This is an optimization exercise on Yosys and OpenROAD, whose aim is small area, a short achievable clock period and few clock cycles per item, not a production implementation.
Function was checked by simulation only, so behaviour that the tests miss may differ from the original.
Power is estimated from default activity; no workload was simulated.

v8:
==> module fft16_digit_reverse_buf, before the edit <==
module fft16_digit_reverse_buf #(
    parameter int DATA_W = 32,
    parameter int N      = 16
) (
    input  logic                  clk,
    input  logic                  rst_n,
    input  logic                  in_valid,
    output logic                  in_ready,
    input  logic [DATA_W-1:0]     in_re,
    input  logic [DATA_W-1:0]     in_im,
    output logic                  out_valid,
    input  logic                  out_ready,
    output logic [DATA_W-1:0]     out_re,
    output logic [DATA_W-1:0]     out_im,
    output logic [3:0]            out_idx,
    output logic                  out_last
);
    localparam int NS  = fft16_pkg::NSLOT;
    localparam int PHW = fft16_pkg::PHW;
    localparam int DW  = 2 * DATA_W;
    logic [PHW-1:0] wph_q, rph_q, wph_inc, rph_inc;    
    logic [3:0]     wcnt_q, rcnt_q, wcnt_inc, rcnt_inc;
    logic [NS-1:0]  t_q, t_d;                           
    logic [NS-1:0]  wsel_q, wsel_d, rsel_q, rsel_d;
    logic           fa_q;                               
    logic           avail_q, avail_d;                   
    logic           byp_q, byp_d;                       
    logic           full_q, full_d;
    logic           nq_q, np_q, nq_d, np_d, fa_d;       
    logic           aw, bw, ar, br, awr, bwr;
    logic           out_valid_q, out_valid_d;
    logic [3:0]     out_idx_q;
    logic           out_last_q;
    logic [DW-1:0]  out_q, rd_data;
    logic           wr_fire, can_load, rd_load, in_ready_c;
    assign can_load   = !out_valid_q || out_ready;
    assign in_ready_c = !np_q || (!nq_q && out_ready);
    assign wr_fire    = in_valid && in_ready_c;
    assign rd_load    = can_load && (avail_q || (byp_q && wr_fire));
    assign wcnt_inc = wcnt_q + 4'd1;
    assign rcnt_inc = rcnt_q + 4'd1;
    assign wph_inc  = (wcnt_q != 4'(N - 1)) ? wph_q : (wph_q == PHW'(fft16_pkg::NPH - 1)) ? '0 : wph_q + 1'b1;
    assign rph_inc  = (rcnt_q != 4'(N - 1)) ? rph_q : (rph_q == PHW'(fft16_pkg::NPH - 1)) ? '0 : rph_q + 1'b1;
    always_comb begin
        aw  = fft16_pkg::avail_w(t_q, rcnt_q);
        bw  = fft16_pkg::byp_w(t_q, rcnt_q);
        ar  = fft16_pkg::avail_r(t_q, rcnt_q);
        br  = fft16_pkg::byp_r(t_q, rcnt_q);
        awr = fft16_pkg::avail_wr(t_q, rcnt_q);
        bwr = fft16_pkg::byp_wr(t_q, rcnt_q);
        case ({wr_fire, rd_load})
            2'b10: begin
                t_d     = {t_q[NS-2:0], 1'b1};
                full_d  = t_q[NS-2];
                avail_d = aw;
                byp_d   = bw;
                nq_d    = !(aw || bw);
                np_d    = t_q[NS-2] && ((out_valid_q && !out_ready) || !(aw || bw));
                fa_d    = t_q[NS-2] && aw;
            end
            2'b01: begin
                t_d     = {1'b0, t_q[NS-1:1]};
                full_d  = 1'b0;
                avail_d = ar;
                byp_d   = br;
                nq_d    = !(ar || br);
                np_d    = 1'b0;
                fa_d    = 1'b0;
            end
            2'b11: begin
                t_d     = t_q;
                full_d  = full_q;
                avail_d = awr;
                byp_d   = bwr;
                nq_d    = !(awr || bwr);
                np_d    = full_q;
                fa_d    = full_q && awr;
            end
            default: begin
                t_d     = t_q;
                full_d  = full_q;
                avail_d = avail_q;
                byp_d   = byp_q;
                nq_d    = nq_q;
                np_d    = full_q && ((out_valid_q && !out_ready) || nq_q);
                fa_d    = fa_q;
            end
        endcase
        out_valid_d = can_load ? rd_load : out_valid_q;
        wsel_d = wr_fire ? fft16_pkg::wr_slot_nxt(wph_q, wcnt_q) : fft16_pkg::wr_slot(wph_q, wcnt_q);
        if (full_d) wsel_d = '0;
        rsel_d = rd_load ? fft16_pkg::rd_slot_nxt(rph_q, rcnt_q) : fft16_pkg::rd_slot(rph_q, rcnt_q);
    end
    fft16_bank_ram #(.W(DW), .NS(NS)) u_pool (
        .clk   (clk),
        .wsel  (wsel_q | (rsel_q & {NS{fa_q && can_load}})),
        .wdata ({in_re, in_im}),
        .rsel  (rsel_q),
        .rdata (rd_data)
    );
    always_ff @(posedge clk or negedge rst_n) begin
        if (!rst_n) begin
            wph_q       <= '0;
            wcnt_q      <= '0;
            rph_q       <= '0;
            rcnt_q      <= '0;
            t_q         <= '0;
            fa_q        <= 1'b0;
            avail_q     <= 1'b0;
            byp_q       <= 1'b1;
            full_q      <= 1'b0;
            nq_q        <= 1'b0;
            np_q        <= 1'b0;
            out_valid_q <= 1'b0;
        end else begin
            t_q         <= t_d;
            fa_q        <= fa_d;
            avail_q     <= avail_d;
            byp_q       <= byp_d;
            full_q      <= full_d;
            nq_q        <= nq_d;
            np_q        <= np_d;
            out_valid_q <= out_valid_d;
            if (wr_fire) begin
                wcnt_q <= wcnt_inc;
                wph_q  <= wph_inc;
            end
            if (rd_load) begin
                rcnt_q <= rcnt_inc;
                rph_q  <= rph_inc;
            end
        end
    end
    always_ff @(posedge clk) begin
        wsel_q <= wsel_d;
        rsel_q <= rsel_d;
    end
    always_ff @(posedge clk) begin
        if (can_load) begin
            out_q      <= byp_q ? {in_re, in_im} : rd_data;
            out_idx_q  <= fft16_pkg::digit_rev4(rcnt_q);
            out_last_q <= (rcnt_q == 4'(N - 1));
        end
    end
    assign in_ready  = in_ready_c;
    assign out_valid = out_valid_q;
    assign out_re    = out_q[DW-1:DATA_W];
    assign out_im    = out_q[DATA_W-1:0];
    assign out_idx   = out_idx_q;
    assign out_last  = out_last_q;
endmodule
clock: 4.0 ns
lec_check: 0
cap_margin: 20
core_margin: 2
core_utilization: 65
cts_cluster_diameter: 100
cts_cluster_size: 30
setup_slack_margin: 2.0
slew_margin: 20
run.sh (not shown) runs the stock make flow with config.mk's settings and CLKGATE_MAP_FILE= SYNTH_SCRIPT=/design/flow/synth_recipe.tcl, a recipe that flattens the netlist after the stock synthesis.
v8 did not stop at any stage, and its layout met the timing, design-rule and antenna checks.
Testbench counts of v8, summed over its fixed seeds: cycles 7,347, items 6,144.
Relative to v8, the following input files were edited for v23:
--- a/flow/design.v
+++ b/flow/design.v
@@ -673,4 +673,6 @@
             rcnt_q      <= '0;
             t_q         <= '0;
+            wsel_q      <= fft16_pkg::wr_slot('0, '0);
+            rsel_q      <= fft16_pkg::rd_slot('0, '0);
             fa_q        <= 1'b0;
             avail_q     <= 1'b0;
@@ -682,4 +684,6 @@
         end else begin
             t_q         <= t_d;
+            wsel_q      <= wsel_d;
+            rsel_q      <= rsel_d;
             fa_q        <= fa_d;
             avail_q     <= avail_d;
@@ -700,8 +704,4 @@
     end
     always_ff @(posedge clk) begin
-        wsel_q <= wsel_d;
-        rsel_q <= rsel_d;
-    end
-    always_ff @(posedge clk) begin
         if (can_load) begin
             out_q      <= byp_q ? {in_re, in_im} : rd_data;
--- outcome ---
- Changes observed in v23 relative to v8: number of instances in the synthesized netlist moved up, number of max-slew violations in the final report saw little to no change.
- Diff v8 -> v23: net switching fraction of the power increased 1.6 points, multiplexer area fraction after synthesis essentially unchanged, delay of the slowest critical-path stage increased 0.03 ns, final wirelength increased about 20%.
- Share of the synthesized area in compound gates (AO/OA/AOI/OAI): v23 vs v8 — no meaningful difference
- Comparing v23 against v8, there is no change at all in number of tap cells added at floorplan.
- Comparing v23 with v8, the final-layout setup total negative slack came out essentially unchanged.
- Between v23 and v8, the synthesized area figures differ only marginally.
- Startpoint of the worst setup timing path = rcnt_q[1]$_DFFE_PN0P_: v23; startpoint of the worst setup timing path = rcnt_q[0]$_DFFE_PN0P_: v8
- As far as half-perimeter wire length after placement is concerned, v8 and v23 perform about the same.
- As of v23, leakage power total had risen by more than 10% compared to v8.
Testbench counts of v23, summed over its fixed seeds: cycles 7,347, items 6,144.

-- port drivers added, routing unchanged --
Ports are ideal in the flow. The routed layouts listed here were re-timed in OpenROAD. Step 1 assumes that a clkbuf_16 drives the clock port and a buf_2 every other input. Step 2 times the ports against the registers' clock, not the clock port: input delays grow and output delays shrink by t, the midpoint of the rising clock arrivals with the driver on. a / b / c = ideal ports / drivers / drivers and shift; a / b = the first two.
run	shift t [ns]	slack for setup (ns)	worst hold slack (ns)	clock arrival spread, ns
v8	0.659	1.723 / 1.723 / 1.415	0.526 / 0.525 / 0.526	0.024 / 0.023
v23	0.653	1.662 / 1.662 / 1.190	0.317 / 0.280 / 0.621	0.025 / 0.025
After both steps setup and hold are still met in every run listed. For v23, which loses most, drivers alone change the setup slack by 0.000 ns; drivers and shift together by -0.472 ns.
